Source: an optimization exercise on an open RTL-to-GDS flow (aim: small area and a short achievable clock period). Production flows keep margins and buffers that such runs may drop.
Where RTL was checked, it was by simulation tests only, not by an equivalence proof against the original.
Function not checked in run 2: the RTL went through the layout flow alone.
Power is estimated from default activity; no workload was simulated. The flow treats the clock pin as an ideal source, which a real chip does not have.

## flow/design.v

```verilog
module read_data_sink #(
    parameter int DATA_W     = 128,
    parameter int ID_W       = 4,
    parameter int BURST_LEN  = 100,
    parameter int NUM_BURSTS = 5,
    parameter int EXP_ID     = 0,
    parameter int FIFO_DEPTH = 16
) (
    input  logic                            clk,
    input  logic                            sys_rst_n,
    input  logic                            init_done,
    input  logic [DATA_W-1:0]               AXI_RDATA,
    input  logic [ID_W-1:0]                 AXI_RID,
    input  logic                            AXI_RLAST,
    input  logic [1:0]                      AXI_RRESP,
    input  logic                            AXI_RVALID,
    output logic                            AXI_RREADY,
    output logic [DATA_W-1:0]               m_data,
    output logic                            m_last,
    output logic                            m_valid,
    input  logic                            m_ready,
    output logic [$clog2(NUM_BURSTS+1)-1:0] burst_cnt,
    output logic [$clog2(BURST_LEN)-1:0]    beat_cnt,
    output logic                            err_last,
    output logic                            err_resp,
    output logic                            err_id,
    output logic                            rd_done
);
    localparam int BURST_W = $clog2(NUM_BURSTS+1);
    localparam int BEAT_W  = $clog2(BURST_LEN);
    localparam int CNT_W   = $clog2(FIFO_DEPTH) + 1;
    localparam int RAM_N   = FIFO_DEPTH - 1;
    localparam logic [1:0] IDLE_ST  = 2'b00;
    localparam logic [1:0] RUN_ST   = 2'b01;
    localparam logic [1:0] DRAIN_ST = 2'b10;
    localparam logic [1:0] DONE_ST  = 2'b11;
    localparam logic [BEAT_W-1:0]  BEAT_LAST   = BEAT_W'(BURST_LEN - 1);
    localparam logic [BURST_W-1:0] BURST_FINAL = BURST_W'(NUM_BURSTS - 1);
    localparam logic [BURST_W-1:0] BURST_MAX   = BURST_W'(NUM_BURSTS);
    localparam logic [CNT_W-1:0]   CNT_FULL    = CNT_W'(FIFO_DEPTH);
    localparam logic [ID_W-1:0]    EXP_ID_V    = ID_W'(EXP_ID);
    localparam logic [1:0]         RESP_OKAY   = 2'b00;
    logic [1:0]          state_r, state_nxt_s;
    logic [CNT_W-1:0]    cnt_r, cnt_nxt_s;
    logic [BEAT_W-1:0]   beat_cnt_r;
    logic [BURST_W-1:0]  burst_cnt_r;
    logic                err_last_r, err_resp_r, err_id_r;
    logic                rd_done_r;
    logic                rready_r;
    logic                valid_r;
    logic                last_r;
    logic                head_in_r;       
    logic [RAM_N-1:0]    wr_oh_r;         
    logic [RAM_N-1:0]    rd_oh_r;         
    logic [DATA_W-1:0]   head_r;
    logic [DATA_W-1:0]   ram_r [RAM_N];
    logic [DATA_W-1:0]   head_d_s;
    logic srst_s, acc_s, pop_s, last_flag_s, final_beat_s;
    logic ram_push_s, ram_pop_s;
    logic eq0_s, eq1_s, c0_s, c1_s;
    assign srst_s       = !init_done;
    assign acc_s        = AXI_RVALID && rready_r;
    assign pop_s        = m_ready && valid_r;
    assign last_flag_s  = (beat_cnt_r == BEAT_LAST);
    assign final_beat_s = acc_s && last_flag_s && (burst_cnt_r == BURST_FINAL);
    assign c0_s         = !valid_r;
    assign c1_s         = (cnt_r == CNT_W'(1));
    logic st_idle_s, st_run_s, st_drain_s, st_done_s;
    logic fb_arm_s;       
    logic full_s, c15_s, c2_s;
    logic up_s, dn_s;
    logic [CNT_W-1:0] cnt_inc_s, cnt_dec_s;
    assign st_idle_s  = (state_r == IDLE_ST);
    assign st_run_s   = (state_r == RUN_ST);
    assign st_drain_s = (state_r == DRAIN_ST);
    assign st_done_s  = (state_r == DONE_ST);
    assign fb_arm_s   = last_flag_s && (burst_cnt_r == BURST_FINAL);
    assign full_s     = cnt_r[CNT_W-1];
    assign c15_s      = (cnt_r == CNT_W'(FIFO_DEPTH - 1));
    assign c2_s       = (cnt_r == CNT_W'(2));
    assign up_s       = acc_s && !pop_s;
    assign dn_s       = pop_s && !acc_s;
    assign cnt_inc_s  = cnt_r + CNT_W'(1);
    assign cnt_dec_s  = cnt_r - CNT_W'(1);
    always_comb begin
        state_nxt_s = state_r;
        if (srst_s) begin
            state_nxt_s = IDLE_ST;
        end else begin
            case (state_r)
                IDLE_ST:  state_nxt_s = RUN_ST;
                RUN_ST:   state_nxt_s = final_beat_s ? DRAIN_ST : RUN_ST;
                DRAIN_ST: state_nxt_s = c0_s ? DONE_ST : DRAIN_ST;
                DONE_ST:  state_nxt_s = DONE_ST;
                default:  state_nxt_s = IDLE_ST;
            endcase
        end
    end
    always_comb begin
        if (srst_s)
            cnt_nxt_s = '0;
        else if (up_s)
            cnt_nxt_s = cnt_inc_s;
        else if (dn_s)
            cnt_nxt_s = cnt_dec_s;
        else
            cnt_nxt_s = cnt_r;
    end
    assign eq0_s = ({2'b00, cnt_r} == beat_cnt_r + BEAT_W'(1));
    assign eq1_s = ({2'b00, cnt_r} == beat_cnt_r + BEAT_W'(2));
    logic run_nxt_s, full_nxt_s, valid_nxt_s, head_in_nxt_s;
    assign run_nxt_s     = st_idle_s || (st_run_s && !(acc_s && fb_arm_s));
    assign full_nxt_s    = (full_s && !pop_s) || (c15_s && up_s);
    assign valid_nxt_s   = acc_s || (valid_r && !(pop_s && c1_s));
    assign head_in_nxt_s = c0_s || (c1_s && !up_s) || (c2_s && dn_s);
    always_ff @(posedge clk or negedge sys_rst_n) begin
        if (!sys_rst_n) begin
            state_r   <= IDLE_ST;
            rd_done_r <= 1'b0;
            cnt_r     <= '0;
            rready_r  <= 1'b0;
            valid_r   <= 1'b0;
            head_in_r <= 1'b1;
            last_r    <= 1'b0;
        end else begin
            state_r   <= state_nxt_s;
            cnt_r     <= cnt_nxt_s;
            rd_done_r <= !srst_s && (st_done_s || (st_drain_s && c0_s));
            rready_r  <= !srst_s && run_nxt_s && !full_nxt_s;
            valid_r   <= !srst_s && valid_nxt_s;
            head_in_r <= srst_s || head_in_nxt_s;
            if (pop_s)
                last_r <= eq1_s || (acc_s && last_flag_s && c1_s);
            else
                last_r <= eq0_s || (acc_s && last_flag_s && c0_s);
        end
    end
    assign ram_push_s = acc_s && !(c0_s || (c1_s && pop_s));
    assign ram_pop_s  = pop_s && !head_in_r;
    always_ff @(posedge clk or negedge sys_rst_n) begin
        if (!sys_rst_n) begin
            wr_oh_r <= RAM_N'(1);
            rd_oh_r <= RAM_N'(1);
        end else if (srst_s) begin
            wr_oh_r <= RAM_N'(1);
            rd_oh_r <= RAM_N'(1);
        end else begin
            if (ram_push_s)
                wr_oh_r <= {wr_oh_r[RAM_N-2:0], wr_oh_r[RAM_N-1]};
            if (ram_pop_s)
                rd_oh_r <= {rd_oh_r[RAM_N-2:0], rd_oh_r[RAM_N-1]};
        end
    end
    for (genvar k = 0; k < RAM_N; k++) begin : g_ram
        always_ff @(posedge clk) begin
            if (wr_oh_r[k] && !cnt_r[CNT_W-1])
                ram_r[k] <= AXI_RDATA;
        end
    end
    logic              hold_s, ld_in_s;
    logic [RAM_N-1:0]  ld_ram_s;
    assign hold_s   = valid_r && !m_ready;
    assign ld_in_s  = head_in_r && !hold_s;
    assign ld_ram_s = rd_oh_r & {RAM_N{!head_in_r && m_ready}};
    always_comb begin
        head_d_s = (head_r & {DATA_W{hold_s}}) | (AXI_RDATA & {DATA_W{ld_in_s}});
        for (int k = 0; k < RAM_N; k++)
            head_d_s = head_d_s | (ram_r[k] & {DATA_W{ld_ram_s[k]}});
    end
    always_ff @(posedge clk) begin
        head_r <= head_d_s;
    end
    always_ff @(posedge clk or negedge sys_rst_n) begin
        if (!sys_rst_n) begin
            beat_cnt_r  <= {BEAT_W{1'b0}};
            burst_cnt_r <= {BURST_W{1'b0}};
        end else if (srst_s) begin
            beat_cnt_r  <= {BEAT_W{1'b0}};
            burst_cnt_r <= {BURST_W{1'b0}};
        end else if (acc_s) begin
            if (last_flag_s) begin
                beat_cnt_r <= {BEAT_W{1'b0}};
                if (burst_cnt_r < BURST_MAX) begin
                    burst_cnt_r <= burst_cnt_r + BURST_W'(1);
                end
            end else begin
                beat_cnt_r <= beat_cnt_r + BEAT_W'(1);
            end
        end
    end
    always_ff @(posedge clk or negedge sys_rst_n) begin
        if (!sys_rst_n) begin
            err_last_r <= 1'b0;
            err_resp_r <= 1'b0;
            err_id_r   <= 1'b0;
        end else if (srst_s) begin
            err_last_r <= 1'b0;
            err_resp_r <= 1'b0;
            err_id_r   <= 1'b0;
        end else if (acc_s) begin
            if (AXI_RLAST != last_flag_s) begin
                err_last_r <= 1'b1;
            end
            if (AXI_RRESP != RESP_OKAY) begin
                err_resp_r <= 1'b1;
            end
            if (AXI_RID != EXP_ID_V) begin
                err_id_r <= 1'b1;
            end
        end
    end
    assign AXI_RREADY = rready_r;
    assign m_valid    = valid_r;
    assign m_data     = head_r;
    assign m_last     = last_r;
    assign burst_cnt  = burst_cnt_r;
    assign beat_cnt   = beat_cnt_r;
    assign err_last   = err_last_r;
    assign err_resp   = err_resp_r;
    assign err_id     = err_id_r;
    assign rd_done    = rd_done_r;
endmodule
```

## flow/flow/run.sh

```bash
#!/bin/bash
# Standard ORFS layout (the standard.sh, unchanged synthesis) with three changes:
#  - port buffers are buf_2 instead of the default delay-buffer choice,
#  - CTS without dummy loads, with sink clusters of up to 30 flops within 80 um.
# The make/ORFS output goes to flow_make.log in the work folder; ORFS keeps its
# per-step logs under orfs/logs/.
set -euo pipefail
bash standard.sh finish \
  "BUFFER_PORTS_ARGS=-buffer_cell sky130_fd_sc_hd__buf_2" \
  "CTS_ARGS=-sink_clustering_enable -repair_clock_nets -dont_use_dummy_load -sink_clustering_size 30 -sink_clustering_max_diameter 80" \
  > flow_make.log 2>&1
```

## flow/standard.sh

```bash
#!/bin/bash
# synth_recipe.tcl (not shown) runs the flow's synth.tcl, then flattens the netlist and writes it again
# the make line also repeats each setting of config.mk as NAME=value (left out here)
make -C /OpenROAD-flow-scripts/flow DESIGN_CONFIG=/design/flow/config.mk WORK_HOME=/design/flow/orfs CLKGATE_MAP_FILE= SYNTH_SCRIPT=/design/flow/synth_recipe.tcl "${@:-finish}"
```

## flow/config.mk

```make
export PLATFORM = sky130hd
export DESIGN_NAME = read_data_sink
export DESIGN_NICKNAME = read_data_sink
export VERILOG_FILES = /design/flow/design.v
export SDC_FILE = /design/flow/constraint.sdc
export NUM_CORES = 4
export LEC_CHECK = 0
export CAP_MARGIN = 20
export CORE_MARGIN = 2
export CORE_UTILIZATION = 70
export CTS_CLUSTER_DIAMETER = 80
export CTS_CLUSTER_SIZE = 30
export SETUP_SLACK_MARGIN = 2.3
export SLEW_MARGIN = 20
```

## flow/constraint.sdc

```tcl
create_clock -name core_clock -period 4.5 [get_ports {clk}]
set_input_delay 0.9000 -clock core_clock [delete_from_list [all_inputs] [get_ports {clk}]]
set_output_delay 0.9000 -clock core_clock [all_outputs]
set_load 0.01 [all_outputs]
```

==> run summary, run 1 <==
Synth Cell Area: 76,300 µm²
Crit. Startpoint: valid_r$_DFF_PN0_
number of synthesized flops with an enable pin: 1,920
Worst Setup Start Kind: register
Pwr Density: 385 nW/µm²
maxcap violations: 0
final instance area: 83,500 µm²
Mean Syn Cell Area: 17.7 µm²
gr usage total: 39.1%
Die H: 334 µm
vias: 46,300
Final setup viols: 0
total wire length: 223,000 µm
P_int: 0.0255 W
Tot Pwr: 0.0321 W
filler cell count: 6,102
Comb pwr share: 5.2%
vias per cell: 7.72
Net Sw Frac: 20.8%
Worst VDD drop: 0.512 mV
Crit Path Class: reg2out
status: no timing/DRC/antenna violations
number of buffers created by CTS: 80
Synth Flop Type: edfxtp_1
CP Capture Type: primary output
Post-Syn Instances: 4,299
wire per inst: 37.2 µm
worst slew pin tran: 0.982 ns
CP Data Required Time: 3.60 ns
largest net degree at the start of global routing: 98
Hold Violations, Final: 0
vias in the first global route: 43,500
Clock Path Buffers: 3
count of cell types in the netlist: 50
Clock Power Share: 26.9%
hold crit path type: in2async
port bufs: 284
Area after DPL: 79,800 µm²
initial core utilization: 70.3%
crit-path max FO: 3
final estimated routing congestion in global placement: 0.777
Max Slew Vio Count: 0
die area: 112,000 µm²
first-pass GRT wire length: 310,000 µm
Final min period: 2.29 ns
FMAX: 436 MHz
Slew HR: 34.6%
post-route setup slack: 2.21 ns
Sink Count: 2,103
Yosys warnings: 2
Yosys reg bits: 2,103
asr flop ratio synth: 2.62%
Setup Total Neg Slack: 0 ns
R2R Setup Slk: 2.27 ns
share of cells above drive strength 1: 14.9%
Post-route DRC: 0
clk_skew: 0.0593 ns
switching power: 0.00668 W
Synth Net Count: 4,448
launching point of the worst reg2reg path: rd_oh_r[8]$_DFFE_PN0P_
area delta synth->final: 9.42%
pre-CTS setup slack: 1.37 ns
CTS root buffer: clkbuf_16
fin crit share: 51.0%
nets: 4,714
reg-to-reg critical path endpoint: head_r[52]$_DFF_P_
Critical Path AT: 1.39 ns
RSZ-0062 raised after global routing: yes
hpwl dp: 105,000 µm
Pre-Repair DR Iteration Count: 9
# hold bufs at CTS: 0
Worst-path clk slew: 0.12 ns
Reg power frac: 68.0%
Slowest cell on crit path: dfrtp_2
core area: 109,000 µm²
cell depth of the worst flop-to-flop path: 5
initial DRC count: 8,446
post-synthesis sequential area ratio: 80.7%
CP peak stage delay: 0.45 ns
Die X: 334 µm
Clock Latency Late Sink: 0.73 ns
I/O pins: 285
Leak: 26.9 nW
Rows: 121
initial antenna violation count: 38
CTS tree: built
GR Overflow Total: 0
H-Tree Depth: 3
ANT nets after route: 0
crit-path cells: buf_12 > buf_6
-- per-layer routing --
layer  vias to the layer above  GRT usage, %  part of all wire, %  wire length, µm
met1                     23600          54.2                   35            77400
li1                      18500             -                    -                -
met3                       507          8.52                   14            30200
met4                        38          15.1                  4.0             8950
met2                      3675          62.1                   48           106000
met5                         -             0                 0.11              241
-- final cells by class --
class,instances,area (µm²),share of cell area [%]
Multi-Input combinational cell,1877,13700,16.4
Timing Repair Buffer,493,4250,5.09
Sequential cell,2103,61700,73.9
Inverter,10,38.8,0.0465
Tap cell,1414,1770,2.12
Antenna cell,15,37.5,0.0450
Clock buffer,80,2000,2.40
-- power groups by stage --
stage                     logic, W  registers, W  clock network (W)
after floorplan           0.000712        0.0223                  0
after global placement     0.00151        0.0223                  0
after detailed placement   0.00155        0.0223                  0
after CTS                  0.00163        0.0218            0.00862
after global routing       0.00178        0.0219            0.00923
final                      0.00166        0.0218            0.00863
-- cell usage in the layout, fill, tap and decap left out, types with 29 or more instances in the layout --
cell type | netlist | final
a21oi_1 | 52 | 52
a221o_1 | 84 | 84
a221oi_1 | 192 | 191
a222oi_1 | 134 | 134
a22o_1 | 205 | 205
a22oi_1 | 431 | 431
and3_1 | 84 | 84
buf_12 | 0 | 69
buf_2 | 31 | 278
buf_4 | 0 | 109
clkbuf_16 | 0 | 81
dfrtp_1 | 52 | 29
dfxtp_1 | 128 | 91
edfxtp_1 | 1920 | 1920
nand2_1 | 217 | 216
nand3_1 | 131 | 131
nand4_1 | 113 | 113
nor2_1 | 41 | 35
o21ai_0 | 30 | 30
-- critical path, delay by kind of cell (launching register included) --
family                 cells  cell delay [ns]
buffers and inverters      2             0.25
DFF                        1             0.45
-- worst max-delay path by stage --
stage	depth (start not counted)	slack, ns	to
global placement	5	1.42	rd_oh_r[2]$_DFFE_PN0P_
finish	2	2.21	m_valid
CTS	2	2.16	m_valid
floorplan	3	1.44	ram_r[1][0]$_DFFE_PP_
global route	2	2.18	m_valid
detailed placement	5	1.37	rd_oh_r[2]$_DFFE_PN0P_
-- state kept, by name, indices dropped and copies added (netlist names) --
register	cells
head_r	128
head_in_r	1
ram_r	1920
state_r	2
last_r	1
valid_r	1
err_resp_r	1
cnt_r	5
err_id_r	1
burst_cnt_r	3
err_last_r	1
rready_r	1
wr_oh_r	15
rd_oh_r	15
rd_done_r	1
beat_cnt_r	7
-- what timing repair did --
| item | 4_1_cts | 5_1_grt |
|---|---|---|
| setup buffers | 60 | 32 |
| gates cloned | 6 | 2 |
| endpoints found under the setup margin | 664 | 403 |
| pin swaps | 2 | 2 |
| gates resized for setup | 79 | 33 |
-- Yosys cell counts (all sizes together), types with 9 or more instances --
cell type | instances | area share [%]
nor2b | 27 | 0.22
dfxtp | 128 | 3.4
buf | 87 | 0.55
a21boi | 17 | 0.17
a21oi | 52 | 0.34
dfrtp | 52 | 1.7
a221o | 84 | 1.1
a221oi | 192 | 2.2
o211ai | 18 | 0.18
ha | 9 | 0.15
a222oi | 134 | 1.8
nand2 | 217 | 1.1
inv | 10 | 0.049
o221ai | 24 | 0.28
and3 | 84 | 0.69
clkbuf | 228 | 1.1
a22oi | 431 | 4.2
a22o | 205 | 2.4
edfxtp | 1920 | 76
o21ai | 31 | 0.20
and2 | 10 | 0.082
nor2 | 42 | 0.21
nand4 | 113 | 0.93
nand3 | 131 | 0.86
-- per-stage QoR --
stage          std cells  utilization, %  hold slack [ns]
2_1_floorplan       4299               -            0.418
3_3_place_gp        5797            73.5            0.430
3_5_place_dp        5797            73.5            0.436
4_1_cts             5943            76.3            0.242
5_1_grt             5988            76.9            0.292
6_report            5992            76.9            0.239
-- cells by family (layout without fill, tap and decap cells) --
| kind of cell | after synthesis | count (layout) | synth area share, % |
|---|---|---|---|
| xor+xnor | 16 | 16 | 0.184 |
| buf+inv | 325 | 583 | 1.72 |
| other cells | 0 | 15 | 0 |
| flops | 2103 | 2103 | 80.7 |
| simple gates | 637 | 643 | 4.17 |
| compound gates | 1207 | 1207 | 13.0 |
| fa+ha+maj | 9 | 9 | 0.148 |
| mux | 2 | 2 | 0.0279 |
==> run 2, diff against run 1 <==
--- a/flow/design.v
+++ b/flow/design.v
@@ -145,7 +145,11 @@
             wr_oh_r <= RAM_N'(1);
             rd_oh_r <= RAM_N'(1);
         end else begin
-            if (ram_push_s)
+            if (full_nxt_s)
+                wr_oh_r <= '0;
+            else if (full_s)
+                wr_oh_r <= rd_oh_r;
+            else if (ram_push_s)
                 wr_oh_r <= {wr_oh_r[RAM_N-2:0], wr_oh_r[RAM_N-1]};
             if (ram_pop_s)
                 rd_oh_r <= {rd_oh_r[RAM_N-2:0], rd_oh_r[RAM_N-1]};
@@ -153,20 +157,22 @@
     end
     for (genvar k = 0; k < RAM_N; k++) begin : g_ram
         always_ff @(posedge clk) begin
-            if (wr_oh_r[k] && !cnt_r[CNT_W-1])
+            if (wr_oh_r[k])
                 ram_r[k] <= AXI_RDATA;
         end
     end
-    logic              hold_s, ld_in_s;
-    logic [RAM_N-1:0]  ld_ram_s;
+    logic              hold_s, ld_in_s, ld_ram_s;
+    logic [DATA_W-1:0] ram_rd_s;
     assign hold_s   = valid_r && !m_ready;
     assign ld_in_s  = head_in_r && !hold_s;
-    assign ld_ram_s = rd_oh_r & {RAM_N{!head_in_r && m_ready}};
+    assign ld_ram_s = !head_in_r && m_ready;
     always_comb begin
-        head_d_s = (head_r & {DATA_W{hold_s}}) | (AXI_RDATA & {DATA_W{ld_in_s}});
+        ram_rd_s = '0;
         for (int k = 0; k < RAM_N; k++)
-            head_d_s = head_d_s | (ram_r[k] & {DATA_W{ld_ram_s[k]}});
-    end
+            ram_rd_s = ram_rd_s | (ram_r[k] & {DATA_W{rd_oh_r[k]}});
+    end
+    assign head_d_s = (head_r & {DATA_W{hold_s}}) | (AXI_RDATA & {DATA_W{ld_in_s}}) |
+                      (ram_rd_s & {DATA_W{ld_ram_s}});
     always_ff @(posedge clk) begin
         head_r <= head_d_s;
     end
--- a/flow/config.mk
+++ b/flow/config.mk
@@ -10,5 +10,5 @@
 export CORE_UTILIZATION = 70
 export CTS_CLUSTER_DIAMETER = 80
 export CTS_CLUSTER_SIZE = 30
-export SETUP_SLACK_MARGIN = 2.3
+export SETUP_SLACK_MARGIN = 2.4
 export SLEW_MARGIN = 20
==> run summary, run 2 <==
status: no timing/DRC/antenna violations
Critical Path AT: 2.76 ns (+1.37 ns)
Hold Violations, Final: 0 (unchanged)
gr usage total: 39.3% (+0.13 points)
Clock Path Buffers: 3 (unchanged)
nets: 4,704 (-0.21%)
Setup Total Neg Slack: 0 ns (unchanged)
vias: 45,400 (-1.9%)
clk_skew: 0.0465 ns (-0.0128 ns)
I/O pins: 285 (unchanged)
Final min period: 2.16 ns (-0.135 ns)
top cell type's share of synthesized area: 76.5% (+0.90 points)
initial core utilization: 70.5% (+0.25 points)
first-pass GRT wire length: 307,000 µm (-0.72%)
Synth top cells by count: 1,920 x edfxtp_1, 768 x a22oi_1, 395 x nand3_1
number of synthesized flops with an enable pin: 1,920 (unchanged)
core area: 107,000 µm² (-1.5%)
Clock Power Share: 26.3% (-0.6 points)
Post-route DRC: 0 (unchanged)
crit-path max FO: 49 (+46)
commonest non-fill, non-tap cell in the layout: edfxtp_1
Net Sw Frac: 20.9% (+0.14 points)
Biggest register: ram_r
final estimated routing congestion in global placement: 0.784 (+0.87%)
Crit path buffers/inverters: 1 (-1)
max reg flops: 1,920 (unchanged)
Final setup viols: 0 (unchanged)
reg-to-reg critical path endpoint: head_r[83]$_DFF_P_
die area: 110,000 µm² (-1.2%)
GR Overflow Total: 0 (unchanged)
biggest registers after layout: ram_r x1920, head_r x128
RSZ-0062 raised after global routing: yes
Slew HR: 25.2% (-9.3 points)
largest net degree at the start of global routing: 105 (+7.1%)
Slowest cell on crit path: dfrtp_4
cell accounting for the most synthesized area: edfxtp_1
number of buffers created by CTS: 80 (unchanged)
Rows: 120 (-0.83%)
share of cells above drive strength 1: 16.2% (+1.3 points)
Clock Latency Late Sink: 0.71 ns (-0.02 ns)
Yosys reg bits: 2,103 (unchanged)
placed cell count: 5,784 (-0.22%)
Crit Path Class: reg2reg
Die X: 332 µm (-0.58%)
launching point of the worst reg2reg path: rd_oh_r[12]$_DFFE_PN0P_
vias per cell: 7.60 (-1.6%)
P_int: 0.0258 W (+1.4%)
maxcap violations: 0 (unchanged)
family with the most delay on the worst path: compound AO/OA/AOI/OAI gates
Post-Syn Instances: 4,309 (+0.23%)
Comb pwr share: 5.3% (about the same)
CP Data Required Time: 5.10 ns (+1.50 ns)
post-synthesis sequential area ratio: 81.7% (+0.96 points)
R2R Setup Slk: 2.34 ns (+0.07 ns)
Worst VDD drop: 0.369 mV (-28%)
initial antenna violation count: 32 (-16%)
CTS root buffer: clkbuf_16
Die H: 332 µm (-0.58%)
most frequent cell after synthesis: edfxtp_1
count of cell types in the netlist: 55 (+10%)
vias in the first global route: 42,600 (-1.9%)
Sink Count: 2,103 (unchanged)
Worst Setup Start Kind: register
initial DRC count: 8,185 (-3.1%)
CP Capture Type: register
total wire length: 221,000 µm (-0.96%)
FMAX: 463 MHz (+6.3%)
Mean Syn Cell Area: 17.5 µm² (-1.4%)
Pre-Repair DR Iteration Count: 7 (-2)
Crit. Startpoint: rd_oh_r[12]$_DFFE_PN0P_
hold crit path type: in2async
most frequent cells in the layout: 1,920 x edfxtp_1, 768 x a22oi_1, 395 x nand3_1
ANT nets after route: 0 (unchanged)
most frequent CP cell: nand3_1
Max Slew Vio Count: 0 (unchanged)
final cell count without fillers: 5,970 (-0.37%)
Yosys warnings: 2 (unchanged)
Leak: 26.4 nW (-1.8%)
Pwr Density: 393 nW/µm² (+2.1%)
Worst-path clk slew: 0.12 ns (about the same)
Synth Net Count: 4,458 (+0.22%)
CP peak stage delay: 0.69 ns (+0.24 ns)
H-Tree Depth: 3 (unchanged)
asr flop ratio synth: 2.62% (unchanged)
port bufs: 284 (unchanged)
wire per inst: 37.0 µm (-0.60%)
worst slew pin tran: 1.12 ns (+0.137 ns)
Synth Flop Type: edfxtp_1
Reg power frac: 68.4% (+0.4 points)
fin crit share: 48.0% (-3.0 points)
hpwl dp: 97,600 µm (-6.9%)
crit-path cells: buf_12 > a22o_1 > a221oi_1 > nand3_1 > o21ai_0 > nand3_1
cell depth of the worst flop-to-flop path: 6 (+1)
Synth Cell Area: 75,400 µm² (-1.2%)
area delta synth->final: 10.1%
switching power: 0.00683 W (+2.2%)
CTS tree: built
Synth area leaders: edfxtp_1 76%, a22oi_1 7.6%, dfxtp_1 3.4%, nand3_1 2.6%, dfrtp_1 1.7%
==> run 2: cell count changes in the layout (fill, tap and decap cells not counted), sizes merged, moves of 24 or more <==
cell | previous run | this run
a21oi | 52 | 7
a221o | 84 | 0
a221oi | 192 | 1
a22o | 205 | 1
a22oi | 431 | 768
and3 | 84 | 2
buf | 489 | 461
nand2 | 217 | 176
nand3 | 131 | 395
o21ai | 31 | 141
o221ai | 24 | 0
==> run 2: logic make-up (layout without fill, tap and decap cells) <==
logic type / Yosys count / after routing / synth area share, %
AO/OA/AOI/OAI: 1082 / 1082 / 10.8
AND/OR/NAND/NOR: 759 / 760 / 4.98
buffers and inverters: 307 / 550 / 1.71
flip-flops: 2103 / 2103 / 81.7
multiplexers: 31 / 31 / 0.488
adder cells (fa/ha/maj): 9 / 9 / 0.149
XOR/XNOR: 18 / 18 / 0.209
other: 0 / 14 / 0
==> run 2: how the worst max path moves through the flow <==
stage | slack (ns) | end | depth (start not counted)
floorplan | 2.48 | wr_oh_r[10]$_DFFE_PN0P_ | 5
global placement | 1.77 | head_r[73]$_DFF_P_ | 5
detailed placement | 1.73 | head_r[99]$_DFF_P_ | 5
CTS | 2.32 | beat_cnt[0] | 1
global route | 2.33 | m_data[76] | 1
finish | 2.34 | head_r[83]$_DFF_P_ | 6
==> run 2: area by class of cell <==
| type | instances | area, µm² |
|---|---|---|
| flip-flops and latches | 2103 | 61900 |
| repair buffers | 462 | 4680 |
| inverters | 8 | 30.0 |
| multi-input cells | 1900 | 12600 |
| clock buffers | 80 | 2000 |
| diodes | 14 | 35.0 |
| well taps | 1403 | 1760 |
| fillers | 5907 | 23900 |
==> run 2: worst reg2reg max path, cell delays in order (launching register included) <==
cell and delay (ns):
dfrtp_4 0.69, buf_12 0.31, a22o_1 0.32, a221oi_1 0.22, nand3_1 0.15, o21ai_0 0.27, nand3_1 0.11
==> run 2: power by group through the flow <==
stage / logic (W) / registers (W) / clock network [W]
2_1_floorplan: 0.000452 / 0.0228 / 0
3_3_place_gp: 0.00140 / 0.0227 / 0
3_5_place_dp: 0.00143 / 0.0227 / 0
4_1_cts: 0.00163 / 0.0223 / 0.00859
5_1_grt: 0.00181 / 0.0224 / 0.00914
6_report: 0.00171 / 0.0223 / 0.00859
==> run 2: timing repair <==
action                     CTS  global route
setup buffers               55            34
setup endpoints to repair  429           200
pin swaps                    2             1
gates resized for setup    295            25
hold buffers                 0             0
cloned                       2             0
==> run 2: routing by layer <==
| layer | track usage (%) | routed length [µm] | vias to the layer above |
|---|---|---|---|
| li1 | - | - | 18100 |
| met1 | 56.2 | 76900 | 23000 |
| met2 | 61.1 | 104000 | 3817 |
| met3 | 8.10 | 31100 | 478 |
| met4 | 14.4 | 8350 | 28 |
| met5 | 0 | 160 | - |
==> run 2: through the flow <==
step / hold WS, ns / worst slack [ns] / total power [W] / util, % / area, µm²
6_report: 0.357 / 2.34 / 0.0326 / 77.7 / 83000
5_1_grt: 0.401 / 2.33 / 0.0333 / 77.7 / 83000
4_1_cts: 0.336 / 2.32 / 0.0325 / 77.1 / 82400
3_5_place_dp: 0.435 / 1.73 / 0.0242 / 73.6 / 78700
3_3_place_gp: 0.429 / 1.77 / 0.0241 / 73.6 / 78700
2_1_floorplan: 0.482 / 2.48 / 0.0232 / - / 75500
==> run 3, diff against run 2 <==
--- a/flow/design.v
+++ b/flow/design.v
@@ -60,10 +60,10 @@
     logic eq0_s, eq1_s, c0_s, c1_s;
     assign srst_s       = !init_done;
     assign acc_s        = AXI_RVALID && rready_r;
-    assign pop_s        = m_ready && valid_r;
+    assign pop_s        = m_ready && !c0_s;
     assign last_flag_s  = (beat_cnt_r == BEAT_LAST);
     assign final_beat_s = acc_s && last_flag_s && (burst_cnt_r == BURST_FINAL);
-    assign c0_s         = !valid_r;
+    assign c0_s         = (cnt_r == '0);    
     assign c1_s         = (cnt_r == CNT_W'(1));
     logic st_idle_s, st_run_s, st_drain_s, st_done_s;
     logic fb_arm_s;       
@@ -111,7 +111,7 @@
     logic run_nxt_s, full_nxt_s, valid_nxt_s, head_in_nxt_s;
     assign run_nxt_s     = st_idle_s || (st_run_s && !(acc_s && fb_arm_s));
     assign full_nxt_s    = (full_s && !pop_s) || (c15_s && up_s);
-    assign valid_nxt_s   = acc_s || (valid_r && !(pop_s && c1_s));
+    assign valid_nxt_s   = acc_s || (!c0_s && !(pop_s && c1_s));
     assign head_in_nxt_s = c0_s || (c1_s && !up_s) || (c2_s && dn_s);
     always_ff @(posedge clk or negedge sys_rst_n) begin
         if (!sys_rst_n) begin
@@ -163,7 +163,7 @@
     end
     logic              hold_s, ld_in_s, ld_ram_s;
     logic [DATA_W-1:0] ram_rd_s;
-    assign hold_s   = valid_r && !m_ready;
+    assign hold_s   = !c0_s && !m_ready;
     assign ld_in_s  = head_in_r && !hold_s;
     assign ld_ram_s = !head_in_r && m_ready;
     always_comb begin
--- a/flow/config.mk
+++ b/flow/config.mk
@@ -10,5 +10,5 @@
 export CORE_UTILIZATION = 70
 export CTS_CLUSTER_DIAMETER = 80
 export CTS_CLUSTER_SIZE = 30
-export SETUP_SLACK_MARGIN = 2.4
+export SETUP_SLACK_MARGIN = 2.2
 export SLEW_MARGIN = 20
==> run summary, run 3 <==
hpwl dp: 103,000 µm (+6.0%)
gr usage total: 37.8% (-1.5 points)
status: no timing/DRC/antenna violations
Clock Latency Late Sink: 0.71 ns (about the same)
top cell type's share of synthesized area: 76.6% (+0.12 points)
crit-path cells: inv_1 > ha_2 > nor4b_4 > buf_4 > nor2_4 > buf_16 > buf_16 > nand2_2 > nand3_1
Synth top cells by count: 1,920 x edfxtp_1, 783 x a22oi_1, 387 x nand3_1
port bufs: 284 (unchanged)
Rows: 120 (unchanged)
Synth area leaders: edfxtp_1 77%, a22oi_1 7.8%, dfxtp_1 3.4%, nand3_1 2.6%, dfrtp_1 1.7%
Final min period: 2.32 ns (+0.160 ns)
die area: 110,000 µm² (-0.15%)
asr flop ratio synth: 2.62% (unchanged)
Critical Path AT: 2.88 ns (+0.12 ns)
share of cells above drive strength 1: 13.0% (-3.2 points)
commonest non-fill, non-tap cell in the layout: edfxtp_1
final instance area: 81,400 µm² (-1.9%)
wire per inst: 36.2 µm (-2.2%)
CP Data Required Time: 5.06 ns (-0.04 ns)
final estimated routing congestion in global placement: 0.785 (+0.14%)
GR Overflow Total: 0 (unchanged)
total wire length: 215,000 µm (-2.8%)
Pwr Density: 451 nW/µm² (+15%)
Slew HR: 25.0% (-0.28 points)
most frequent cell after synthesis: edfxtp_1
Crit Path Class: reg2reg
vias in the first global route: 42,400 (-0.63%)
placed cell count: 5,798 (+0.24%)
Post-Syn Instances: 4,311 (+0.046%)
R2R Setup Slk: 2.18 ns (-0.16 ns)
Max Slew Vio Count: 0 (unchanged)
final cell count without fillers: 5,934 (-0.60%)
RSZ-0062 raised after global routing: yes
CTS tree: built
max reg flops: 1,920 (unchanged)
post-synthesis sequential area ratio: 81.8% (+0.13 points)
Yosys warnings: 2 (unchanged)
biggest registers after layout: ram_r x1920, head_r x128
FMAX: 431 MHz (-6.9%)
clk_skew: 0.0566 ns (+0.0101 ns)
Post-route DRC: 0 (unchanged)
initial DRC count: 8,071 (-1.4%)
Biggest register: ram_r
number of buffers created by CTS: 80 (unchanged)
initial antenna violation count: 27 (-16%)
Setup Total Neg Slack: 0 ns (unchanged)
fin crit share: 51.5% (+3.6 points)
ANT nets after route: 0 (unchanged)
Worst VDD drop: 0.546 mV (+48%)
hold crit path type: in2async
nets: 4,664 (-0.85%)
family with the most delay on the worst path: buffers and inverters
Final setup viols: 0 (unchanged)
Pre-Repair DR Iteration Count: 10 (+3)
count of cell types in the netlist: 60 (+9.1%)
first-pass GRT wire length: 299,000 µm (-2.7%)
most frequent CP cell: buf_16
area delta synth->final: 8.12%
Slowest cell on crit path: dfrtp_2
Leak: 25.8 nW (-2.4%)
Sink Count: 2,103 (unchanged)
Hold Violations, Final: 0 (unchanged)
crit-path max FO: 38 (-22%)
vias per cell: 7.62 (+0.15%)
cell accounting for the most synthesized area: edfxtp_1
CTS root buffer: clkbuf_16
Worst-path clk slew: 0.11 ns (about the same)
initial core utilization: 70.4% (-0.11 points)
Tot Pwr: 0.0367 W (+12%)
maxcap violations: 0 (unchanged)
filler cell count: 6,135 (+3.9%)
Clock Path Buffers: 3 (unchanged)
number of synthesized flops with an enable pin: 1,920 (unchanged)
worst slew pin tran: 1.13 ns (+0.00691 ns)
Yosys reg bits: 2,103 (unchanged)
pre-CTS setup slack: 1.69 ns (-0.0402 ns)
core area: 107,000 µm² (unchanged)
# hold bufs at CTS: 0 (unchanged)
vias: 45,200 (-0.45%)
CP peak stage delay: 0.48 ns (-0.21 ns)
Crit path buffers/inverters: 4 (+3)
CP Capture Type: register
Synth Cell Area: 75,300 µm² (-0.16%)
Mean Syn Cell Area: 17.5 µm² (-0.20%)
most frequent cells in the layout: 1,920 x edfxtp_1, 783 x a22oi_1, 387 x nand3_1
Synth Flop Type: edfxtp_1
Die X: 332 µm (about the same)
I/O pins: 285 (unchanged)
Die H: 332 µm (about the same)
Synth Net Count: 4,460 (+0.045%)
H-Tree Depth: 3 (unchanged)
largest net degree at the start of global routing: 129 (+23%)
Worst Setup Start Kind: register
post-route setup slack: 2.18 ns (-0.160 ns)
Area after DPL: 78,700 µm² (about the same)
-- run 3: cells by family (layout without fill, tap and decap cells) --
group,after synthesis,after routing,synth area share [%]
flip-flops,2103,2103,81.8
AO/OA/AOI/OAI,1135,1135,11.3
AND/OR/NAND/NOR,720,723,4.82
buffers and inverters,323,522,1.68
XOR/XNOR,16,16,0.186
adder cells (fa/ha/maj),11,11,0.176
multiplexers,3,3,0.0415
other,0,18,0
-- run 3: area by class of cell --
type / instances / area (µm²) / area share (%)
diodes: 18 / 45.0 / 0.0553
repair inverters: 1 / 5.00 / 0.00615
clock buffers: 80 / 2000 / 2.46
well taps: 1403 / 1760 / 2.16
flip-flops and latches: 2103 / 61700 / 75.8
multi-input cells: 1888 / 12500 / 15.4
inverters: 11 / 45.0 / 0.0553
repair buffers: 430 / 3300 / 4.05
-- run 3: per-layer routing --
metal  wire length (µm)  part of all wire, %  GRT usage, %
met5                 80                0.037             0
met4               7200                  3.4          12.4
met3              28000                   13          6.07
met2             103000                   48          60.1
met1              76700                   36          54.8
-- run 3: worst paths after layout --
kind	end	from	cells past startpoint
max in group asynchronous	wr_oh_r[0]$_DFFE_PN1P_	sys_rst_n	2
max	head_r[21]$_DFF_P_	cnt_r[0]$_DFFE_PN0P_	9
max reg2reg	head_r[21]$_DFF_P_	cnt_r[0]$_DFFE_PN0P_	9
min	cnt_r[3]$_DFFE_PN0P_	sys_rst_n	1
min reg2reg	head_r[56]$_DFF_P_	head_r[56]$_DFF_P_	2
min in group core_clock	head_r[56]$_DFF_P_	head_r[56]$_DFF_P_	2
-- run 3: stage by stage --
step	util, %	hold WS (ns)
floorplan	-	0.482
global placement	73.6	0.429
detailed placement	73.6	0.437
CTS	75.8	0.281
global route	76.1	0.328
finish	76.1	0.272
-- run 3: power by group --
group	internal (W)	switching (W)
registers	0.0223	0.000835
clock network	0.00322	0.00539
logic	0.00164	0.00334
total	0.0271	0.00956
-- run 3: timing repair --
item                                    4_1_cts  5_1_grt
setup buffers                                12       17
endpoints found under the setup margin      160      141
cloned                                        4        4
pin swaps                                     3        1
resized for setup                            20       22
==> run 4, diff against run 3 <==
--- a/flow/config.mk
+++ b/flow/config.mk
@@ -10,5 +10,5 @@
 export CORE_UTILIZATION = 70
 export CTS_CLUSTER_DIAMETER = 80
 export CTS_CLUSTER_SIZE = 30
-export SETUP_SLACK_MARGIN = 2.2
+export SETUP_SLACK_MARGIN = 2.3
 export SLEW_MARGIN = 20
==> run summary, run 4 <==
Rows: 120 (unchanged)
worst slew pin tran: 1.17 ns (+0.0494 ns)
commonest non-fill, non-tap cell in the layout: edfxtp_1
initial DRC count: 7,965 (-1.3%)
core area: 107,000 µm² (unchanged)
biggest registers after layout: ram_r x1920, head_r x128
most frequent cells in the layout: 1,920 x edfxtp_1, 783 x a22oi_1, 386 x nand3_1
asr flop ratio synth: 2.62% (unchanged)
Post-Syn Instances: 4,311 (unchanged)
Slew HR: 21.7% (-3.3 points)
fin crit share: 48.7% (-2.8 points)
Synth Net Count: 4,460 (unchanged)
CP Data Required Time: 5.09 ns (+0.03 ns)
Max Slew Vio Count: 0 (unchanged)
CTS tree: built
nets: 4,665 (+0.021%)
area delta synth->final: 8.44%
Yosys warnings: 2 (unchanged)
hpwl dp: 99,800 µm (-3.5%)
Final setup viols: 0 (unchanged)
Synth Flop Type: edfxtp_1
count of cell types in the netlist: 60 (unchanged)
post-synthesis sequential area ratio: 81.8% (unchanged)
placed cell count: 5,786 (-0.21%)
Synth area leaders: edfxtp_1 77%, a22oi_1 7.8%, dfxtp_1 3.4%, nand3_1 2.6%, dfrtp_1 1.7%
Sink Count: 2,103 (unchanged)
Die X: 332 µm (unchanged)
CTS root buffer: clkbuf_16
gr usage total: 37.9% (+0.12 points)
Leak: 25.9 nW (+0.32%)
initial core utilization: 70.4% (unchanged)
wire per inst: 36.3 µm (+0.27%)
Clock Latency Late Sink: 0.70 ns (about the same)
total wire length: 215,000 µm (+0.26%)
ANT nets after route: 0 (unchanged)
number of synthesized flops with an enable pin: 1,920 (unchanged)
RSZ-0062 raised after global routing: yes
status: no timing/DRC/antenna violations
Pwr Density: 451 nW/µm² (+0.13%)
die area: 110,000 µm² (unchanged)
Synth Cell Area: 75,300 µm² (unchanged)
I/O pins: 285 (unchanged)
top cell type's share of synthesized area: 76.6% (unchanged)
Worst Setup Start Kind: register
vias in the first global route: 41,900 (-1.1%)
GR Overflow Total: 0 (unchanged)
final estimated routing congestion in global placement: 0.779 (-0.78%)
H-Tree Depth: 3 (unchanged)
vias: 45,000 (-0.41%)
clk_skew: 0.0432 ns (-0.0134 ns)
Yosys reg bits: 2,103 (unchanged)
first-pass GRT wire length: 299,000 µm (about the same)
Hold Violations, Final: 0 (unchanged)
port bufs: 284 (unchanged)
cell accounting for the most synthesized area: edfxtp_1
Crit Path Class: reg2reg
Biggest register: ram_r
largest net degree at the start of global routing: 129 (unchanged)
CP Capture Type: register
Synth top cells by count: 1,920 x edfxtp_1, 783 x a22oi_1, 387 x nand3_1
Final min period: 2.19 ns (-0.126 ns)
Worst-path clk slew: 0.12 ns (about the same)
FMAX: 456 MHz (+5.8%)
share of cells above drive strength 1: 13.6% (+0.57 points)
Clock Path Buffers: 3 (unchanged)
Die H: 332 µm (unchanged)
maxcap violations: 0 (unchanged)
Worst VDD drop: 0.402 mV (-26%)
Post-route DRC: 0 (unchanged)
Setup Total Neg Slack: 0 ns (unchanged)
Pre-Repair DR Iteration Count: 8 (-2)
Mean Syn Cell Area: 17.5 µm² (unchanged)
hold crit path type: in2async
max reg flops: 1,920 (unchanged)
Critical Path AT: 2.78 ns (-0.10 ns)
vias per cell: 7.59 (-0.39%)
initial antenna violation count: 29 (+7.4%)
most frequent cell after synthesis: edfxtp_1
number of buffers created by CTS: 80 (unchanged)
crit-path max FO: 46 (+21%)
final cell count without fillers: 5,933 (-0.017%)
-- run 4: changes by cell type in the layout (fill, tap and decap cells not counted), moves of 3 or more --
cell     change
dfxtp_1     -20
dfxtp_2     +18
buf_16       +6
nand2_2      -6
buf_4        -5
nand2_1      +5
buf_12       +4
buf_2        -4
dfrtp_1      -3
dfrtp_2      +3
-- run 4: metrics by stage --
stage | instance area [µm²] | power [W] | hold slack [ns] | worst slack (ns) | utilization, %
2_1_floorplan | 75400 | 0.0255 | 0.482 | 2.09 | -
3_3_place_gp | 78600 | 0.0278 | 0.430 | 1.77 | 73.6
3_5_place_dp | 78600 | 0.0280 | 0.435 | 1.70 | 73.6
4_1_cts | 81200 | 0.0365 | 0.344 | 2.30 | 75.9
5_1_grt | 81600 | 0.0377 | 0.403 | 2.29 | 76.4
6_report | 81600 | 0.0369 | 0.350 | 2.31 | 76.4
-- run 4: cell type report --
type,instances,area (µm²)
flip-flops and latches,2103,61800
multi-input cells,1889,12600
well taps,1403,1760
repair inverters,1,5.00
diodes,16,40.0
inverters,11,45.0
repair buffers,430,3470
fillers,6108,25300
clock buffers,80,2000
-- run 4: what timing repair did --
| item | CTS | global route |
|---|---|---|
| gates resized for setup | 53 | 28 |
| setup endpoints to repair | 245 | 146 |
| hold buffers | 0 | 0 |
| buffers inserted | 28 | 14 |
| endpoints found under the hold margin | 0 | 0 |
| pin swaps | 3 | 3 |
| cloned | 6 | 3 |
-- run 4: worst max-delay path, stage by stage, from the launching register on --
cell	delay, ns
dfrtp_4	0.80
buf_12	0.37
a22oi_1	0.22
nand3_1	0.17
o21ai_0	0.27
nand3_1	0.12
-- run 4: worst paths after layout --
check,startpoint,end,slack (ns),cells past startpoint
worst max register to register,rd_oh_r[14]$_DFFE_PN0P_,head_r[75]$_DFF_P_,2.31,5
max in group asynchronous,sys_rst_n,rd_oh_r[11]$_DFFE_PN0P_,3.58,2
min in group core_clock,head_r[27]$_DFF_P_,head_r[27]$_DFF_P_,0.45,2
worst max-delay path,rd_oh_r[14]$_DFFE_PN0P_,head_r[75]$_DFF_P_,2.31,5
worst min register to register,head_r[27]$_DFF_P_,head_r[27]$_DFF_P_,0.45,2
worst min-delay path,sys_rst_n,cnt_r[4]$_DFFE_PN0P_,0.35,2
-- run 4: kinds of logic (layout without fill, tap and decap cells) --
logic type | after synthesis | in the layout | synth area share [%]
simple gates | 720 | 724 | 4.82
other cells | 0 | 16 | 0
xor+xnor | 16 | 16 | 0.186
buf+inv | 323 | 522 | 1.68
fa+ha+maj | 11 | 11 | 0.176
mux | 3 | 3 | 0.0415
compound gates | 1135 | 1135 | 11.3
flops | 2103 | 2103 | 81.8
-- run 4: power by group --
| part | switching [W] | internal [W] | total [W] |
|---|---|---|---|
| Sequential | 0.000765 | 0.0223 | 0.0231 |
| Clock | 0.00537 | 0.00322 | 0.00859 |
| Combinational | 0.00345 | 0.00175 | 0.00520 |
-- run 4: layer usage --
layer	share of wire [%]	track usage [%]	vias to the layer above
met4	3.0	11.3	26
li1	-	-	18100
met3	14	6.91	427
met5	0.075	0	-
met2	47	59.3	3754
met1	35	55.8	22700
==> run 5, diff against run 4 <==
--- a/flow/config.mk
+++ b/flow/config.mk
@@ -10,5 +10,5 @@
 export CORE_UTILIZATION = 70
 export CTS_CLUSTER_DIAMETER = 80
 export CTS_CLUSTER_SIZE = 30
-export SETUP_SLACK_MARGIN = 2.3
+export SETUP_SLACK_MARGIN = 2.5
 export SLEW_MARGIN = 20
==> run summary, run 5 <==
CP Data Required Time: 5.13 ns (+0.04 ns)
first-pass GRT wire length: 322,000 µm (+7.8%)
cell accounting for the most synthesized area: edfxtp_1
Yosys reg bits: 2,103 (unchanged)
Synth area leaders: edfxtp_1 77%, a22oi_1 7.8%, dfxtp_1 3.4%, nand3_1 2.6%, dfrtp_1 1.7%
post-route setup slack: 2.29 ns (-0.0202 ns)
asr flop ratio synth: 2.62% (unchanged)
nets: 4,853 (+4.0%)
post-synthesis sequential area ratio: 81.8% (unchanged)
largest net degree at the start of global routing: 82 (-36%)
vias in the first global route: 43,900 (+4.8%)
Post-Syn Instances: 4,311 (unchanged)
P_int: 0.0299 W (+9.6%)
Net Sw Frac: 28.0% (+2.0 points)
Critical Path AT: 2.84 ns (+0.06 ns)
Biggest register: ram_r
placed cell count: 5,783 (-0.052%)
hpwl dp: 101,000 µm (+1.2%)
Worst Setup Start Kind: register
hold crit path type: in2async
crit-path max FO: 5 (-89%)
Hold Violations, Final: 0 (unchanged)
multi-input logic area: 14,100 µm² (+12%)
H-Tree Depth: 3 (unchanged)
gr usage total: 41.5% (+3.6 points)
filler cell count: 5,372 (-12%)
area delta synth->final: 15.4%
worst hold slack: 0.362 ns (+0.0122 ns)
CP peak stage delay: 0.47 ns (-0.33 ns)
Slew HR: 20.3% (-1.4 points)
final estimated routing congestion in global placement: 0.794 (+1.9%)
max reg flops: 1,920 (unchanged)
Clock Latency Late Sink: 0.72 ns (+0.02 ns)
RSZ-0062 raised after global routing: yes
port bufs: 284 (unchanged)
Final setup viols: 0 (unchanged)
biggest registers after layout: ram_r x1920, head_r x128
most frequent CP cell: clkbuf_16
Comb pwr share: 22.5% (+8.4 points)
ANT nets after route: 0 (unchanged)
Crit Path Class: reg2reg
core area: 107,000 µm² (unchanged)
CTS root buffer: clkbuf_16
Pwr Density: 478 nW/µm² (+6.0%)
Synth top cells by count: 1,920 x edfxtp_1, 783 x a22oi_1, 387 x nand3_1
Setup Total Neg Slack: 0 ns (unchanged)
fin util: 81.2% (+4.9 points)
Leak: 28.7 nW (+11%)
register area: 62,100 µm² (+0.48%)
pre-CTS setup slack: 1.74 ns (+0.0404 ns)
I/O pins: 285 (unchanged)
number of synthesized flops with an enable pin: 1,920 (unchanged)
status: no timing/DRC/antenna violations
Post-route DRC: 0 (unchanged)
# hold bufs at CTS: 0 (unchanged)
wire per inst: 39.4 µm (+8.7%)
crit-path cells: inv_2 > ha_4 > nor4b_4 > buf_4 > or2_4 > buf_12 > clkbuf_16 > clkbuf_16 > nand3_1 > nand3_2
FMAX: 452 MHz (-0.91%)
count of cell types in the netlist: 60 (unchanged)
top cell type's share of synthesized area: 76.6% (unchanged)
Clock Path Buffers: 3 (unchanged)
Die H: 332 µm (unchanged)
Worst VDD drop: 0.359 mV (-11%)
CTS tree: built
Final min period: 2.21 ns (+0.0202 ns)
maxcap violations: 0 (unchanged)
Rows: 120 (unchanged)
Pre-Repair DR Iteration Count: 9 (+1)
worst slew pin tran: 1.20 ns (+0.0213 ns)
Synth Flop Type: edfxtp_1
Synth Cell Area: 75,300 µm² (unchanged)
Reg power frac: 56.6% (-6.0 points)
Die X: 332 µm (unchanged)
fin crit share: 49.2% (+0.45 points)
initial DRC count: 9,637 (+21%)
Synth Net Count: 4,460 (unchanged)
switching power: 0.0117 W (+22%)
Slowest cell on crit path: dfrtp_2
initial antenna violation count: 42 (+45%)
total wire length: 242,000 µm (+12%)
Clock Power Share: 20.9% (-2.4 points)
final cell count without fillers: 6,131 (+3.3%)
Mean Syn Cell Area: 17.5 µm² (unchanged)
share of cells above drive strength 1: 24.8% (+11 points)
initial core utilization: 70.4% (unchanged)
die area: 110,000 µm² (unchanged)
most frequent cell after synthesis: edfxtp_1
Max Slew Vio Count: 0 (unchanged)
GR Overflow Total: 0 (unchanged)
CP Capture Type: register
commonest non-fill, non-tap cell in the layout: edfxtp_1
vias: 47,700 (+5.9%)
Worst-path clk slew: 0.11 ns (about the same)
number of buffers created by CTS: 80 (unchanged)
vias per cell: 7.78 (+2.5%)
clk_skew: 0.0483 ns (+0.00507 ns)
most frequent cells in the layout: 1,920 x edfxtp_1, 783 x a22oi_1, 231 x nand3_1
Yosys warnings: 2 (unchanged)
Sink Count: 2,103 (unchanged)
==> run 5: cell counts after synthesis <==
No cell type changed its count.
==> run 5: metrics by stage <==
step	power, W	instance area, µm²
after floorplan	0.0255	75400
after global placement	0.0279	78600
after detailed placement	0.0280	78600
after CTS	0.0385	83500
after global routing	0.0423	86800
final	0.0416	86900
==> run 5: worst paths after layout <==
| kind | endpoint | depth (start not counted) | slack (ns) | from |
|---|---|---|---|---|
| setup / recovery | head_r[61]$_DFF_P_ | 10 | 2.29 | cnt_r[1]$_DFFE_PN0P_ |
| hold / removal | beat_cnt_r[0]$_DFFE_PN0P_ | 2 | 0.36 | sys_rst_n |
| setup reg to reg | head_r[61]$_DFF_P_ | 10 | 2.29 | cnt_r[1]$_DFFE_PN0P_ |
| hold reg to reg | head_r[13]$_DFF_P_ | 2 | 0.47 | head_r[13]$_DFF_P_ |
| max in group asynchronous | wr_oh_r[2]$_DFFE_PN0P_ | 2 | 3.54 | sys_rst_n |
| min in group core_clock | head_r[13]$_DFF_P_ | 2 | 0.47 | head_r[13]$_DFF_P_ |
==> run 5: critical path: cells and delay by family (launching register included) <==
family                   cells  cell delay (ns)
buffers and inverters        5             0.78
AND/OR/NAND/NOR              4             0.75
flip-flops                   1             0.47
adder cells (fa/ha/maj)      1             0.14
==> run 5: kinds of logic (layout without fill, tap and decap cells) <==
kind of cell / count (synthesis) / count (layout) / share of synthesized area, %
flip-flops: 2103 / 2103 / 81.8
XOR/XNOR: 16 / 16 / 0.186
AO/OA/AOI/OAI: 1135 / 1135 / 11.3
other: 0 / 26 / 0
AND/OR/NAND/NOR: 720 / 724 / 4.82
buffers and inverters: 323 / 710 / 1.68
adder cells (fa/ha/maj): 11 / 11 / 0.176
multiplexers: 3 / 3 / 0.0415
==> run 5: power by group through the flow <==
stage	sequential (W)	combinational, W	clock [W]
floorplan	0.0235	0.00206	0
global placement	0.0236	0.00434	0
detailed placement	0.0236	0.00446	0
CTS	0.0234	0.00653	0.00860
global route	0.0236	0.00951	0.00922
finish	0.0235	0.00933	0.00869
==> run 5: cell type report <==
class | instances | area share, %
sequential | 2103 | 71.5
tap | 1403 | 2.02
multi-input combinational | 1889 | 16.2
inverter | 11 | 0.0519
antenna | 26 | 0.0749
timing repair inverter | 1 | 0.00576
timing repair buffer | 618 | 7.85
clock buffer | 80 | 2.31
==> run 5: metal layers <==
layer / wire (µm) / share of wire (%) / global-route usage [%] / vias to the layer above
li1: - / - / - / 18500
met1: 79300 / 33 / 58.6 / 23800
met2: 111000 / 46 / 63.3 / 4564
met3: 37700 / 16 / 9.69 / 730
met4: 13200 / 5.4 / 18.4 / 30
met5: 199 / 0.082 / 0 / -
==> run 5: what timing repair did <==
action / in CTS / in global routing
setup buffers: 84 / 115
hold endpoints to repair: 0 / 0
pin swaps: 9 / 139
endpoints found under the setup margin: 557 / 339
gates cloned: 22 / 21
gates resized for setup: 394 / 417
==> run 6, diff against run 5 <==
--- a/flow/config.mk
+++ b/flow/config.mk
@@ -12,3 +12,4 @@
 export CTS_CLUSTER_SIZE = 30
 export SETUP_SLACK_MARGIN = 2.5
 export SLEW_MARGIN = 20
+export TNS_END_PERCENT = 30
==> run summary, run 6 <==
status: no timing/DRC/antenna violations
Yosys reg bits: 2,103 (unchanged)
crit-path cells: buf_4
final estimated routing congestion in global placement: 0.792 (-0.24%)
Slew HR: 15.5% (-4.8 points)
Area after DPL: 78,600 µm² (about the same)
hpwl dp: 101,000 µm (-0.27%)
H-Tree Depth: 3 (unchanged)
CTS tree: built
Worst Setup Start Kind: register
cell accounting for the most synthesized area: edfxtp_1
Synth Net Count: 4,460 (unchanged)
number of synthesized flops with an enable pin: 1,920 (unchanged)
asr flop ratio synth: 2.62% (unchanged)
Comb pwr share: 17.1% (-5.4 points)
maxcap violations: 0 (unchanged)
Clock Power Share: 22.4% (+1.5 points)
fin crit share: 48.5% (-0.61 points)
core area: 107,000 µm² (unchanged)
Synth Cell Area: 75,300 µm² (unchanged)
clk_skew: 0.0638 ns (+0.0155 ns)
CP Capture Type: register
Biggest register: ram_r
Mean Syn Cell Area: 17.5 µm² (unchanged)
ANT nets after route: 0 (unchanged)
area delta synth->final: 11.4%
gr usage total: 39.5% (-2.0 points)
number of buffers created by CTS: 81 (+1.3%)
die area: 110,000 µm² (unchanged)
vias: 46,400 (-2.7%)
share of cells above drive strength 1: 17.9% (-6.9 points)
Critical Path AT: 2.55 ns (-0.29 ns)
crit-path max FO: 46 (+41)
Slowest cell on crit path: dfrtp_4
Hold Violations, Final: 0 (unchanged)
Pre-Repair DR Iteration Count: 6 (-3)
commonest non-fill, non-tap cell in the layout: edfxtp_1
Die H: 332 µm (unchanged)
max reg flops: 1,920 (unchanged)
Crit Path Class: reg2reg
biggest registers after layout: ram_r x1920, head_r x128
Post-Syn Instances: 4,311 (unchanged)
initial DRC count: 8,709 (-9.6%)
GR Overflow Total: 0 (unchanged)
switching power: 0.0103 W (-12%)
Yosys warnings: 2 (unchanged)
# hold bufs at CTS: 0 (unchanged)
Worst VDD drop: 0.499 mV (+39%)
Crit path buffers/inverters: 1 (-4)
total wire length: 230,000 µm (-4.8%)
vias in the first global route: 43,200 (-1.5%)
CP peak stage delay: 1.17 ns (+0.70 ns)
final instance area: 83,900 µm² (-3.4%)
Setup Total Neg Slack: 0 ns (unchanged)
FMAX: 458 MHz (+1.3%)
Net Sw Frac: 26.6% (-1.4 points)
Synth area leaders: edfxtp_1 77%, a22oi_1 7.8%, dfxtp_1 3.4%, nand3_1 2.6%, dfrtp_1 1.7%
Rows: 120 (unchanged)
Post-route DRC: 0 (unchanged)
Die X: 332 µm (unchanged)
Synth top cells by count: 1,920 x edfxtp_1, 783 x a22oi_1, 387 x nand3_1
RSZ-0062 raised after global routing: yes
family with the most delay on the worst path: flip-flops
Reg power frac: 60.4% (+3.8 points)
Leak: 26.9 nW (-6.5%)
largest net degree at the start of global routing: 94 (+15%)
Sink Count: 2,103 (unchanged)
top cell type's share of synthesized area: 76.6% (unchanged)
Clock Path Buffers: 3 (unchanged)
Worst-path clk slew: 0.11 ns (about the same)
first-pass GRT wire length: 309,000 µm (-4.0%)
I/O pins: 285 (unchanged)
port bufs: 284 (unchanged)
hold crit path type: in2async
Clock Latency Late Sink: 0.73 ns (about the same)
Synth Flop Type: edfxtp_1
initial antenna violation count: 35 (-17%)
nets: 4,771 (-1.7%)
CTS root buffer: clkbuf_16
worst slew pin tran: 1.27 ns (+0.0718 ns)
vias per cell: 7.68 (-1.3%)
CP Data Required Time: 4.86 ns (-0.27 ns)
most frequent cells in the layout: 1,920 x edfxtp_1, 783 x a22oi_1, 363 x nand3_1
count of cell types in the netlist: 60 (unchanged)
Final min period: 2.18 ns (-0.0276 ns)
Final setup viols: 0 (unchanged)
Max Slew Vio Count: 0 (unchanged)
wire per inst: 38.1 µm (-3.4%)
Pwr Density: 461 nW/µm² (-3.7%)
filler cell count: 5,810 (+8.2%)
P_int: 0.0284 W (-5.1%)
most frequent cell after synthesis: edfxtp_1
post-synthesis sequential area ratio: 81.8% (unchanged)
initial core utilization: 70.4% (unchanged)
-- run 6: cell counts after synthesis --
Identical to the previous run, type by type.
-- run 6: through the flow --
step,cells,power (W),util [%],hold WS (ns),worst slack [ns]
2_1_floorplan,4311,0.0255,-,0.482,2.38
3_3_place_gp,5786,0.0278,73.5,0.429,1.45
3_5_place_dp,5786,0.0279,73.5,0.435,1.37
4_1_cts,5948,0.0369,76.7,0.324,2.33
5_1_grt,6037,0.0394,78.5,0.366,2.34
6_report,6042,0.0387,78.5,0.314,2.32
-- run 6: logic make-up (layout without fill, tap and decap cells) --
logic type	after synthesis	after routing	share of synthesized area (%)
muxes	3	3	0.0415
and+or+nand+nor	720	723	4.82
buffers and inverters	323	629	1.68
DFF	2103	2103	81.8
adders and majority gates	11	11	0.176
AOI/OAI and AO/OA	1135	1135	11.3
other	0	19	0
xor gates and xnor gates	16	16	0.186
-- run 6: worst paths after layout --
path	startpoint	end	slack, ns	cells past startpoint
hold reg to reg	head_r[5]$_DFF_P_	head_r[5]$_DFF_P_	0.46	2
hold / removal	sys_rst_n	wr_oh_r[3]$_DFFE_PN0P_	0.31	1
setup reg to reg	wr_oh_r[11]$_DFFE_PN0P_	ram_r[11][81]$_DFFE_PP_	2.32	1
max in group asynchronous	sys_rst_n	burst_cnt_r[2]$_DFFE_PN0P_	3.33	2
setup / recovery	wr_oh_r[11]$_DFFE_PN0P_	ram_r[11][81]$_DFFE_PP_	2.32	1
min in group core_clock	head_r[5]$_DFF_P_	head_r[5]$_DFF_P_	0.46	2
-- run 6: metal layers --
metal / global-route usage, % / share of wire, %
met5: 0 / 0.078
met4: 15.0 / 4.4
met3: 7.45 / 15
met2: 62.5 / 47
met1: 56.0 / 34
-- run 6: final cells by class --
cell class | instances | area (µm²) | area share, %
Antenna cell | 19 | 47.5 | 0.0567
Clock buffer | 81 | 2030 | 2.42
Multi-Input combinational cell | 1888 | 12800 | 15.2
Timing Repair inverter | 1 | 5.00 | 0.00597
Timing Repair Buffer | 536 | 5290 | 6.30
Inverter | 11 | 47.5 | 0.0567
Tap cell | 1403 | 1760 | 2.09
Sequential cell | 2103 | 61900 | 73.8
-- run 6: repair_timing --
item,4_1_cts,5_1_grt
gates cloned,8,16
setup buffers,73,59
endpoints found under the setup margin,592,561
hold endpoints to repair,0,0
pin swaps,7,39
gates resized for setup,125,246
-- run 6: power groups by stage --
| stage | sequential (W) | combinational, W | clock (W) |
|---|---|---|---|
| after floorplan | 0.0235 | 0.00206 | 0 |
| after global placement | 0.0236 | 0.00416 | 0 |
| after detailed placement | 0.0236 | 0.00429 | 0 |
| after CTS | 0.0232 | 0.00510 | 0.00863 |
| after global routing | 0.0234 | 0.00684 | 0.00919 |
| final | 0.0234 | 0.00663 | 0.00867 |
==> run 7, diff against run 6 <==
--- a/flow/config.mk
+++ b/flow/config.mk
@@ -10,6 +10,6 @@
 export CORE_UTILIZATION = 70
 export CTS_CLUSTER_DIAMETER = 80
 export CTS_CLUSTER_SIZE = 30
-export SETUP_SLACK_MARGIN = 2.5
+export SETUP_SLACK_MARGIN = 2.4
 export SLEW_MARGIN = 20
-export TNS_END_PERCENT = 30
+export TNS_END_PERCENT = 10
==> run summary, run 7 <==
status: no timing/DRC/antenna violations
post-synthesis sequential area ratio: 81.8% (unchanged)
Mean Syn Cell Area: 17.5 µm² (unchanged)
fin util: 76.7% (-1.8 points)
count of cell types in the netlist: 60 (unchanged)
pre-CTS setup slack: 1.74 ns (+0.366 ns)
Worst VDD drop: 0.381 mV (-24%)
Synth Net Count: 4,460 (unchanged)
Yosys warnings: 2 (unchanged)
Clock Power Share: 23.3% (+0.9 points)
I/O pins: 285 (unchanged)
Synth top cells by count: 1,920 x edfxtp_1, 783 x a22oi_1, 387 x nand3_1
mux share of post-synthesis cell area: 0.0415% (unchanged)
CP peak stage delay: 1.16 ns (about the same)
initial antenna violation count: 31 (-11%)
Comb pwr share: 14.2% (-2.9 points)
Die X: 332 µm (unchanged)
vias: 45,200 (-2.5%)
xor/xnor share of the synthesized area: 0.186% (unchanged)
initial core utilization: 70.4% (unchanged)
synthesized-area fraction occupied by adder cells: 0.176% (unchanged)
initial DRC count: 8,510 (-2.3%)
gr usage total: 38.8% (-0.70 points)
vias per cell: 7.58 (-1.2%)
crit-path cells: buf_4
Tot Pwr: 0.0370 W (-4.4%)
maxcap violations: 0 (unchanged)
Clock Latency Late Sink: 0.71 ns (-0.02 ns)
largest family of logic cells by synthesized area: compound AO/OA/AOI/OAI gates
most frequent cell after synthesis: edfxtp_1
largest net degree at the start of global routing: 93 (-1.1%)
Final min period: 2.24 ns (+0.0535 ns)
H-Tree Depth: 3 (unchanged)
Hold Violations, Final: 0 (unchanged)
Sink Count: 2,103 (unchanged)
filler cell count: 6,070 (+4.5%)
share of cells above drive strength 1: 14.3% (-3.6 points)
CTS tree: built
register area: 61,800 µm² (-0.30%)
RSZ-0062 raised after global routing: yes
crit-path max FO: 47 (+2.2%)
Rows: 120 (unchanged)
core area: 107,000 µm² (unchanged)
Die H: 332 µm (unchanged)
Setup Total Neg Slack: 0 ns (unchanged)
Synth Flop Type: edfxtp_1
clk_skew: 0.0705 ns (+0.00670 ns)
worst slew pin tran: 1.12 ns (-0.153 ns)
FMAX: 447 MHz (-2.4%)
multi-input logic area: 12,600 µm² (-1.6%)
total wire length: 219,000 µm (-4.8%)
post-route setup slack: 2.26 ns (-0.0535 ns)
CTS root buffer: clkbuf_16
Area after DPL: 78,700 µm² (+0.11%)
switching power: 0.00965 W (-6.4%)
Pre-Repair DR Iteration Count: 9 (+3)
fin crit share: 49.7% (+1.2 points)
area delta synth->final: 8.84%
number of buffers created by CTS: 80 (-1.2%)
P_int: 0.0273 W (-3.7%)
number of synthesized flops with an enable pin: 1,920 (unchanged)
final estimated routing congestion in global placement: 0.790 (-0.32%)
Worst-path clk slew: 0.11 ns (about the same)
Worst Setup Start Kind: register
nets: 4,698 (-1.5%)
compound-cell area share of the yosys netlist: 11.3% (unchanged)
biggest registers after layout: ram_r x1920, head_r x128
Final setup viols: 0 (unchanged)
cell accounting for the most synthesized area: edfxtp_1
asr flop ratio synth: 2.62% (unchanged)
CP Data Required Time: 4.82 ns (-0.04 ns)
-- run 7: cells by family (layout without fill, tap and decap cells) --
| family | count (synthesis) | in the layout |
|---|---|---|
| flops | 2103 | 2103 |
| compound gates | 1135 | 1135 |
| simple gates | 720 | 723 |
| buf+inv | 323 | 556 |
| xor+xnor | 16 | 16 |
| fa+ha+maj | 11 | 11 |
| mux | 3 | 3 |
| other cells | 0 | 17 |
-- run 7: final timing paths --
check / startpoint / to / slack, ns / cells after the start
setup / recovery: wr_oh_r[7]$_DFFE_PN0P_ / ram_r[7][104]$_DFFE_PP_ / 2.26 / 1
hold / removal: sys_rst_n / wr_oh_r[11]$_DFFE_PN0P_ / 0.36 / 2
min in group core_clock: head_r[56]$_DFF_P_ / head_r[56]$_DFF_P_ / 0.46 / 2
max in group asynchronous: sys_rst_n / rd_oh_r[14]$_DFFE_PN0P_ / 3.55 / 2
setup reg to reg: wr_oh_r[7]$_DFFE_PN0P_ / ram_r[7][104]$_DFFE_PP_ / 2.26 / 1
hold reg to reg: head_r[56]$_DFF_P_ / head_r[56]$_DFF_P_ / 0.46 / 2
-- run 7: power by group through the flow --
stage                     clock [W]  combinational (W)  sequential [W]
after floorplan                   0            0.00205          0.0235
after global routing        0.00913            0.00554          0.0232
after CTS                   0.00858            0.00485          0.0231
final                       0.00860            0.00526          0.0231
after global placement            0            0.00427          0.0235
after detailed placement          0            0.00439          0.0236
-- run 7: layout make-up --
cell class	count	share of cell area (%)
flip-flops and latches	2103	75.4
inverters	11	0.0550
repair inverters	1	0.00611
clock buffers	80	2.44
well taps	1403	2.14
multi-input cells	1888	15.3
repair buffers	464	4.58
diodes	17	0.0519
-- run 7: timing repair --
action,CTS,global route
endpoints found under the setup margin,341,334
hold buffers,0,0
gates cloned,5,5
setup buffers,49,21
pin swaps,4,2
gates resized for setup,48,21
-- run 7: stage by stage --
| step | std cells | hold WS [ns] |
|---|---|---|
| after floorplan | 4311 | 0.482 |
| after global placement | 5790 | 0.428 |
| after detailed placement | 5790 | 0.434 |
| after CTS | 5924 | 0.339 |
| after global routing | 5961 | 0.401 |
| final | 5967 | 0.361 |
-- run 7: routing by layer --
layer  track usage, %  part of all wire, %  up-vias
met2             62.5                   47     3729
met4             13.0                  4.0       20
met5                0                0.063        -
li1                 -                    -    18200
met1             55.3                   35    22800
met3             6.64                   14      483

==> separate check: timing with driven ports <==
In the flow no input, the clock included, has a driving cell. The finished layouts below were timed again as built, in two steps. Step 1, drivers: a clkbuf_16 drives clk and a buf_2 each remaining input, both assumed. Step 2 times the ports against the registers' clock, not the clock port: input delays grow and output delays shrink by t, the midpoint of the rising clock arrivals with the driver on. Three values: no drivers, after step 1, after step 2; two values: the first two.
run	t, ns	slack for setup (ns)
run 1	0.782	2.206 / 2.124 / 1.543
run 2	0.763	2.341 / 2.290 / 1.734
run 3	0.770	2.182 / 2.133 / 1.675
run 4	0.766	2.308 / 2.244 / 1.667
run 5	0.767	2.288 / 2.246 / 1.761
run 6	0.780	2.315 / 2.270 / 1.785
run 7	0.756	2.262 / 2.240 / 1.905
After both steps setup and hold are still met in every run listed.
